What follows belongs to an exercise in optimizing a design on an open flow for small area, a short achievable clock period and few clock cycles per item; a production flow would make more cautious choices.
RTL that was checked went through simulation tests only; none was proved equivalent to the original.

Setup of willow:
==> flow/design.v (excerpt) <==
module md2_digest_engine (
	input  logic               clk,
	input  logic               arst_n,
	input  logic               push,
	output logic               full,
	input  logic [9:0]         item,
	output logic               empty,
	input  logic               pop,
	output logic [127:0]       result
);
clock: 7.0 ns
lec_check: 0
cap_margin: 20
core_margin: 2
core_utilization: 40
cts_buf_list: sky130_fd_sc_hd__clkbuf_4 sky130_fd_sc_hd__clkbuf_8
setup_slack_margin: 4.0
slew_margin: 20
standard.sh (not shown) runs the stock make flow with config.mk's settings and CLKGATE_MAP_FILE= SYNTH_SCRIPT=/design/flow/synth_recipe.tcl, a recipe that flattens the netlist after the stock synthesis.
==> flow/flow/run.sh <==
#!/bin/bash
# The standard layout (the standard.sh: the standard synthesis and ORFS
# from floorplan to finish), with one change: the buffers that placement puts
# on every input and output port are the platform's smallest plain buffer.
set -e
export BUFFER_PORTS_ARGS="-buffer_cell sky130_fd_sc_hd__buf_1"
bash standard.sh > standard.log 2>&1
Every stage of the flow completed for willow, and the final layout passed the timing, design-rule and antenna checks.
Testbench counts of willow, summed over its fixed seeds: cycles 387,439, bytes 4,355.
For zinc, these inputs were changed with respect to willow:
Settings: removing CTS_BUF_LIST (formerly sky130_fd_sc_hd__clkbuf_4 sky130_fd_sc_hd__clkbuf_8).
==> flow/run.sh (new file) <==
#!/bin/bash
# synth_recipe.tcl (not shown) runs the flow's synth.tcl, then flattens the netlist and writes it again
# the make line also repeats each setting of config.mk as NAME=value (left out here)
make -C /OpenROAD-flow-scripts/flow DESIGN_CONFIG=/design/flow/config.mk WORK_HOME=/design/flow/orfs CLKGATE_MAP_FILE= SYNTH_SCRIPT=/design/flow/synth_recipe.tcl finish
removed: flow/flow/run.sh
removed: flow/standard.sh
--- outcome ---
Comparing zinc against willow, there is no change at all in simple logic cell fraction of the synthesized area.
Going from willow to zinc, cell count shrank by a few percent.
Clock-buffer cell count: zinc lower than willow
Going from willow to zinc, the total clock buffers created by CTS was found to have gone down by about 37%.
Post-detailed-placement half-perimeter wirelength (lower): zinc

========
Another version of the RTL of md2_digest_engine (not shown whole).
For scale: roughly 580 flip-flops, about 140 I/O pins, ~0.020 mm² of cells after synthesis.
==> flow/config.mk <==
export PLATFORM = sky130hd
export DESIGN_NAME = md2_digest_engine
export DESIGN_NICKNAME = md2_digest_engine
export VERILOG_FILES = /design/flow/design.v
export SDC_FILE = /design/flow/constraint.sdc
export NUM_CORES = 4
export LEC_CHECK = 0
export ABC_AREA = 1
export CAP_MARGIN = 20
export CORE_MARGIN = 2
export CORE_UTILIZATION = 50
export PLACE_DENSITY = 0.55
export SETUP_SLACK_MARGIN = 4.1
export SLEW_MARGIN = 20
==> flow/constraint.sdc <==
create_clock -name core_clock -period 7.0 [get_ports {clk}]
set_input_delay 1.4000 -clock core_clock [delete_from_list [all_inputs] [get_ports {clk}]]
set_output_delay 1.4000 -clock core_clock [all_outputs]
set_load 0.01 [all_outputs]
==> flow/flow/run.sh <==
#!/bin/bash
# The standard layout (the standard.sh: the standard synthesis and ORFS
# from floorplan to finish), with one change: the buffers that placement puts
# on every input and output port are the platform's smallest plain buffer.
set -e
export BUFFER_PORTS_ARGS="-buffer_cell sky130_fd_sc_hd__buf_1"
bash standard.sh > standard.log 2>&1
The starting point ran to the end with no violations.
Testbench counts at the start, summed over its fixed seeds: cycles 387,439, bytes 4,355.
Next try:
--- a/flow/config.mk
+++ b/flow/config.mk
@@ -8 +7,0 @@
-export ABC_AREA = 1
@@ -11,3 +10,2 @@
-export CORE_UTILIZATION = 50
-export PLACE_DENSITY = 0.55
-export SETUP_SLACK_MARGIN = 4.1
+export CORE_UTILIZATION = 40
+export SETUP_SLACK_MARGIN = 4.0
After rerunning:
- synthesized cell count came out lower by about a fifth
- via count fell slightly
- routed wire length rises by roughly a tenth
- cell count shrinks by a few percent
- synthesized area climbs by a few percent
- maximum frequency goes down by a few percent
- non-clock buffer count increases by 42
- worst setup slack got worse by 0.20 ns
- die area grows by a quarter to a third
Next try:
--- a/flow/config.mk
+++ b/flow/config.mk
@@ -7,0 +8 @@
+export ABC_AREA = 1
@@ -10,2 +11,3 @@
-export CORE_UTILIZATION = 40
-export SETUP_SLACK_MARGIN = 4.0
+export CORE_UTILIZATION = 55
+export PLACE_DENSITY = 0.6
+export SETUP_SLACK_MARGIN = 4.2
Design area came out lower by 6.5%.
Synthesized area came out lower by 2.1%.
Cell count rises by 2.2%.
Setup slack is better by 0.21 ns.
Global-route usage rose by 6.6 points.
Die area drops by 28%.
Maximum frequency rose by 7.4%.
Next try:
--- a/flow/config.mk
+++ b/flow/config.mk
@@ -8 +7,0 @@
-export ABC_AREA = 1
@@ -11,2 +10 @@
-export CORE_UTILIZATION = 55
-export PLACE_DENSITY = 0.6
+export CORE_UTILIZATION = 40
The new run ran to the end with no violations.
Sequential share of layout area goes down by 4.7 points.
Sequential cell count is unchanged.
Global-route usage goes down by 7.0 points.
Routed wire length goes up by a little under a tenth.
Worst setup slack gets worse by 0.12 ns.
First-iteration DRC count goes up by well over a third.
Via count goes down slightly.
Synthesized cell count goes down by about a fifth.
Clock-buffer cell count goes up by 7.
Core utilization goes down by 14 points.
Die area goes up by well over a third.
Next try:
--- a/flow/config.mk
+++ b/flow/config.mk
@@ -7,0 +8 @@
+export ABC_AREA = 1
@@ -10,0 +12 @@
+export PLACE_DENSITY = 0.5
Result: Non-clock buffer count shrinks by 62. Design area shrinks by a few percent. Worst hold slack is about the same. Die area shrinks by a few percent. Sequential cell count is unchanged. Register-to-register slack improves by 0.25 ns. Clock skew shrinks by 0.0031 ns. Wire length shrinks by a few percent.

========
Another version of the RTL of md2_digest_engine (not shown whole).
Size in the first run: ~140 I/O pins.
Settings: LEC_CHECK=0, CAP_MARGIN=20, CORE_MARGIN=2, CORE_UTILIZATION=40, PLACE_DENSITY=0.5, SETUP_SLACK_MARGIN=4.0, SLEW_MARGIN=20; clock period 7.0 ns.
Scripts as last shown in full above: flow/flow/run.sh
The starting point finished clean.
Testbench counts at the start, summed over its fixed seeds: cycles 387,439, bytes 4,355.
Then changed:
- ABC_AREA: unset -> 1
Cell area falls by 3.6%.
Register-to-register slack is better by 0.07 ns.

========
RTL: one of the versions met above, not the one the previous note started from.
For scale: about 1,700 cells after synthesis, ~21,000 um2 of cells after synthesis.
Settings: LEC_CHECK=0, CAP_MARGIN=20, CORE_MARGIN=2, CORE_UTILIZATION=40, SETUP_SLACK_MARGIN=4.4, SLEW_MARGIN=20; clock period 7.0 ns.
Scripts as last shown in full above: flow/flow/run.sh
Testbench counts at the start, summed over its fixed seeds: cycles 387,439, bytes 4,355.
Rerun with:
CTS_BUF_LIST = sky130_fd_sc_hd__clkbuf_8   (was unset)
SETUP_SLACK_MARGIN = 4.0   (was 4.4)
Outcome: The changed run ran to the end with no violations. First-iteration DRC count goes up by 18%. Design area goes down by 7.2%. Fmax goes down by 2.7%. Routed wire length goes down by 2.6%. Sequential share of layout area goes up by 4.0 points. Via count goes down by 0.74%. Count of clock-buffer cells in the layout goes up by 37.
Rerun with:
CTS_BUF_LIST = unset   (was sky130_fd_sc_hd__clkbuf_8)
CTS_CLUSTER_SIZE = 30   (was unset)
Count of clock-buffer cells in the layout came out lower by 24; fmax came out higher by 1.8%; final area hardly moves; critical path depth came out lower by 2; die area does not change.
Rerun with:
CTS_CLUSTER_SIZE = unset   (was 30)
Outcome: Cell area stays the same. Final cell count is unchanged. Flip-flop and latch count does not change.

========
md2_digest_engine with an RTL version that a note above also has.
For scale: ~1900 cells after synthesis, roughly 580 flip-flops, about 140 I/O pins, about 0.020 mm2 of cells after synthesis.
==> flow/config.mk <==
export PLATFORM = sky130hd
export DESIGN_NAME = md2_digest_engine
export DESIGN_NICKNAME = md2_digest_engine
export VERILOG_FILES = /design/flow/design.v
export SDC_FILE = /design/flow/constraint.sdc
export NUM_CORES = 4
export LEC_CHECK = 0
export ABC_AREA = 1
export CAP_MARGIN = 20
export CORE_MARGIN = 2
export CORE_UTILIZATION = 45
export PLACE_DENSITY = 0.5
export SETUP_SLACK_MARGIN = 4.2
export SLEW_MARGIN = 20
==> flow/constraint.sdc <==
create_clock -name core_clock -period 7.0 [get_ports {clk}]
set_input_delay 1.4000 -clock core_clock [delete_from_list [all_inputs] [get_ports {clk}]]
set_output_delay 1.4000 -clock core_clock [all_outputs]
set_load 0.01 [all_outputs]
Scripts as last shown in full above: flow/flow/run.sh
Testbench counts at the start, summed over its fixed seeds: cycles 387,439, bytes 4,355.
Next try:
--- a/flow/config.mk
+++ b/flow/config.mk
@@ -9,6 +9,6 @@
 export CAP_MARGIN = 20
 export CORE_MARGIN = 2
-export CORE_UTILIZATION = 45
-export PLACE_DENSITY = 0.5
-export SETUP_SLACK_MARGIN = 4.2
+export CORE_UTILIZATION = 50
+export PLACE_DENSITY = 0.55
+export SETUP_SLACK_MARGIN = 4.3
 export SLEW_MARGIN = 20
After rerunning:
- global-route usage grows by 1.9 points
- wire length shrinks by a few percent
- synthesized cell count is unchanged
- maximum frequency grows slightly
Next try:
--- a/flow/config.mk
+++ b/flow/config.mk
@@ -11,4 +11,4 @@
 export CORE_UTILIZATION = 50
 export PLACE_DENSITY = 0.55
-export SETUP_SLACK_MARGIN = 4.3
+export SETUP_SLACK_MARGIN = 4.2
 export SLEW_MARGIN = 20
What happened: Core utilization is lower by 0.47 points; cell count is lower by about 0.37%; global-route usage is about the same.

========
Setup of the reference run:
RTL: one of the versions met above, not the one the previous note started from.
For scale: about 590 flip-flops, ~20000 µm² of cells after synthesis.
Settings: LEC_CHECK=0, CAP_MARGIN=20, CORE_MARGIN=2, CORE_UTILIZATION=40, PLACE_DENSITY=0.5, SETUP_SLACK_MARGIN=4.2, SLEW_MARGIN=20; clock period 7.0 ns.
Scripts as last shown in full above: flow/flow/run.sh
The reference run finished end to end and its layout was clean on timing, DRC and antenna.
Testbench counts of the reference run, summed over its fixed seeds: cycles 387,439, bytes 4,355.
For the trial run, these inputs were changed with respect to the reference run:
Settings: a deleted PLACE_DENSITY that had been 0.5; a change of SETUP_SLACK_MARGIN from 4.2 to 4.3.
On minimum setup slack in the final design: the trial run sits below the reference run. Comparing the reference run with the trial run, the smallest hold slack came out essentially unchanged. Total routed wirelength | the trial run above the reference run. [the trial run vs the reference run] highest clock rate: lower in the trial run. Relative area change from synthesis to final layout came out higher on the trial run than on the reference run. Diff the reference run -> the trial run | final net count | up slightly. Lower required time of the critical path was reported by the reference run, not the trial run. The trial run vs. the reference run: total buffers and inverters traversed by the critical path went up by 2. The trial run completed end to end with timing, DRC and antenna clean. The trial run ended up with u_core.sreg_q[0]$_DFF_P_ as its launching instance or port of the critical path; the reference run ended up with u_core.state_q[1]$_DFF_PN0_. Going from the reference run to the trial run, share of layout cells above drive strength 1 now sits higher, number of search-and-repair iterations in the first detailed-routing pass moved up.

========
Another version of the RTL of md2_digest_engine (not shown whole).
For scale: about 1700 cells after synthesis, roughly 600 flip-flops, ~21000 sq um of cells after synthesis.
// md2_digest_engine
module md2_digest_engine (
	input  logic               clk,
	input  logic               arst_n,
	input  logic               push,
	output logic               full,
	input  logic [9:0]         item,
	output logic               empty,
	input  logic               pop,
	output logic [127:0]       result
);
clock: 7.0 ns
lec_check: 0
cap_margin: 20
core_margin: 2
core_utilization: 40
setup_slack_margin: 4.0
slew_margin: 20
Scripts as last shown in full above: flow/flow/run.sh
Change:
==> flow/run.sh (new file) <==
#!/bin/bash
# synth_recipe.tcl (not shown) runs the flow's synth.tcl, then flattens the netlist and writes it again
# the make line also repeats each setting of config.mk as NAME=value (left out here)
make -C /OpenROAD-flow-scripts/flow DESIGN_CONFIG=/design/flow/config.mk WORK_HOME=/design/flow/orfs CLKGATE_MAP_FILE= SYNTH_SCRIPT=/design/flow/synth_recipe.tcl finish
--- a/flow/config.mk
+++ b/flow/config.mk
@@ -10 +10,3 @@
-export CORE_UTILIZATION = 40
+export CORE_UTILIZATION = 60
+export CTS_CLUSTER_SIZE = 30
+export PLACE_DENSITY = 0.7
removed: flow/flow/run.sh
removed: flow/standard.sh
Outcome: The changed run completed with no timing, DRC or antenna violations. Clock skew stays flat. Synthesized area does not change. Worst setup slack is worse by 0.030 ns.
No run of this note included a check of the RTL's function; only the layout flow was run.

========
job 5016:
md2_digest_engine, a different RTL version from the one above (not shown whole).
For scale: ~140 I/O pins, roughly 20,000 sq um of cells after synthesis.
Design md2_digest_engine, start of the top module:
module md2_digest_engine (
	input  logic               clk,
	input  logic               arst_n,
	input  logic               push,
	output logic               full,
	input  logic [9:0]         item,
	output logic               empty,
	input  logic               pop,
	output logic [127:0]       result
);
==> flow/config.mk <==
export PLATFORM = sky130hd
export DESIGN_NAME = md2_digest_engine
export DESIGN_NICKNAME = md2_digest_engine
export VERILOG_FILES = /design/flow/design.v
export SDC_FILE = /design/flow/constraint.sdc
export NUM_CORES = 4
export LEC_CHECK = 0
export ABC_CLOCK_PERIOD_IN_PS = 3500
export CAP_MARGIN = 20
export CORE_MARGIN = 2
export CORE_UTILIZATION = 40
export SETUP_SLACK_MARGIN = 3.5
export SLEW_MARGIN = 20
==> flow/constraint.sdc <==
create_clock -name core_clock -period 7.0 [get_ports {clk}]
set_input_delay 1.4000 -clock core_clock [delete_from_list [all_inputs] [get_ports {clk}]]
set_output_delay 1.4000 -clock core_clock [all_outputs]
set_load 0.01 [all_outputs]
run.sh (not shown) runs the stock make flow with config.mk's settings and CLKGATE_MAP_FILE= SYNTH_SCRIPT=/design/flow/synth_recipe.tcl, a recipe that flattens the netlist after the stock synthesis.
Stock flow here: none of the scripts above is used.
Job 5016 went all the way through synthesis, placement and routing and the layout is clean on timing, DRC and antenna.
What job 9158 does differently from job 5016 at the input level:
Settings: removing SETUP_SLACK_MARGIN (formerly 3.5); removing ABC_CLOCK_PERIOD_IN_PS (formerly 3500).
==> results.txt <==
Total vias in the final route in job 9158 is 7.2% lower than in job 5016
Every stage of the flow completed for job 9158, and the final layout passed the timing, design-rule and antenna checks.
Job 9158 -> job 5016: number of flops mapped to enable cells by yosys delta 0, exact match
On combined flip-flop and latch cell area, job 5016 and job 9158 are neck and neck.
No run of this note included a check of the RTL's function; only the layout flow was run.

========
== rev 12 ==
md2_digest_engine with an RTL version that a note above also has.
Size in the first run: ~1,900 cells after synthesis, roughly 590 flip-flops, roughly 20,000 um2 of cells after synthesis.
export LEC_CHECK = 0
export ABC_AREA = 1
export CAP_MARGIN = 20
export CORE_MARGIN = 2
export CORE_UTILIZATION = 40
export PLACE_DENSITY = 0.5
export SETUP_SLACK_MARGIN = 4.2
export SLEW_MARGIN = 20
create_clock -name core_clock -period 7.0 [get_ports {clk}]
standard.sh (not shown) runs the stock make flow with config.mk's settings and CLKGATE_MAP_FILE= SYNTH_SCRIPT=/design/flow/synth_recipe.tcl, a recipe that flattens the netlist after the stock synthesis.
==> flow/flow/run.sh <==
#!/bin/bash
# The standard layout (the standard.sh: the standard synthesis and ORFS
# from floorplan to finish), with one change: the buffers that placement puts
# on every input and output port are the platform's smallest plain buffer.
set -e
export BUFFER_PORTS_ARGS="-buffer_cell sky130_fd_sc_hd__buf_1"
bash standard.sh > standard.log 2>&1
Rev 12 finished all stages; the layout is clean.
Testbench counts of rev 12, summed over its fixed seeds: cycles 387,439, bytes 4,355.
For rev 13, these inputs were changed with respect to rev 12:
- SETUP_SLACK_MARGIN now 4.4, was 4.2
--- outcome ---
- Rev 13: no failed stages, no open violations at the end
- The global-route usage of rev 13 exceeds that of rev 12 by 0.18 points.
- On post-route worst hold slack, rev 13 tracks rev 12 almost exactly.
- Rev 13 vs. rev 12: non-clock buffer count +38, last weighted congestion value of the routability-driven placer ~0 delta.

-- separate check: timing with driven ports --
The flow's constraints put no driver on any port. The routed layouts listed below were extracted and timed again, unchanged, in two steps.
Step 1 assumes that a clkbuf_16 drives the clock port and a buf_2 every other input.
Step 2 also shifts input and output timing later by t, the mid clock arrival at the registers, as if the neighbouring blocks saw the same clock.
Three values: ideal, step 1, step 2; two values: the first two.
| run | shift t [ns] | slack for setup (ns) | worst setup path after step 2 | worst register clock-pin slew, ns | pins driven straight from the clock port |
|---|---|---|---|---|---|
| willow | 0.719 | 3.971 / 3.930 / 3.971 | register to register | 0.07 / 0.07 | 1 |
| zinc | 0.654 | 3.954 / 3.926 / 3.954 | register to register | 0.07 / 0.07 | 1 |
| the first run of note 2 | 0.645 | 4.167 / 4.111 / 3.756 | input to register | 0.07 / 0.07 | 1 |
| the second run of note 2 | 0.647 | 3.966 / 3.966 / 3.664 | input to register | 0.08 / 0.08 | 1 |
| the third run of note 2 | 0.649 | 4.174 / 4.122 / 3.818 | input to register | 0.08 / 0.08 | 1 |
| the fourth run of note 2 | 0.637 | 4.050 / 4.050 / 3.680 | input to register | 0.07 / 0.07 | 1 |
| the fifth run of note 2 | 0.675 | 4.148 / 4.090 / 3.757 | input to register | 0.07 / 0.07 | 1 |
| the first run of note 3 | 0.642 | 4.027 / 4.007 / 3.604 | input to register | 0.08 / 0.08 | 1 |
| the second run of note 3 | 0.653 | 4.092 / 4.035 / 3.616 | input to register | 0.07 / 0.07 | 1 |
| the first run of note 4 | 0.651 | 4.042 / 3.981 / 4.061 | register to register | 0.07 / 0.07 | 1 |
| the second run of note 4 | 0.716 | 3.961 / 3.936 / 3.961 | register to register | 0.07 / 0.07 | 1 |
| the third run of note 4 | 0.656 | 4.016 / 3.988 / 4.016 | register to register | 0.07 / 0.07 | 1 |
| the fourth run of note 4 | 0.656 | 4.016 / 3.988 / 4.016 | register to register | 0.07 / 0.07 | 1 |
| the first run of note 5 | 0.655 | 4.163 / 4.109 / 3.811 | input to register | 0.07 / 0.07 | 1 |
| the second run of note 5 | 0.645 | 4.180 / 4.123 / 3.827 | input to register | 0.07 / 0.07 | 1 |
| the third run of note 5 | 0.645 | 4.182 / 4.125 / 3.750 | input to register | 0.07 / 0.07 | 1 |
| the reference run | 0.645 | 4.188 / 4.133 / 3.781 | input to register | 0.07 / 0.07 | 1 |
| the trial run | 0.645 | 4.155 / 4.132 / 3.735 | input to register | 0.07 / 0.07 | 1 |
| the first run of note 7 | 0.657 | 3.293 / 3.293 / 3.293 | register to register | 0.08 / 0.08 | 1 |
| the second run of note 7 | 0.654 | 3.263 / 3.263 / 3.263 | register to register | 0.08 / 0.08 | 1 |
| job 5016 | 0.635 | 1.692 / 1.692 / 1.692 | register to register | 0.07 / 0.07 | 1 |
| job 9158 | 0.650 | 0.430 / 0.430 / 0.430 | register to register | 0.07 / 0.07 | 1 |
| rev 12 | 0.655 | 4.191 / 4.133 / 3.688 | input to register | 0.07 / 0.07 | 1 |
| rev 13 | 0.656 | 4.198 / 4.140 / 3.874 | input to register | 0.07 / 0.07 | 1 |
After both steps setup and hold are still met in every run listed. For rev 12, which loses most, drivers alone change the setup slack by -0.058 ns; drivers and shift together by -0.503 ns.
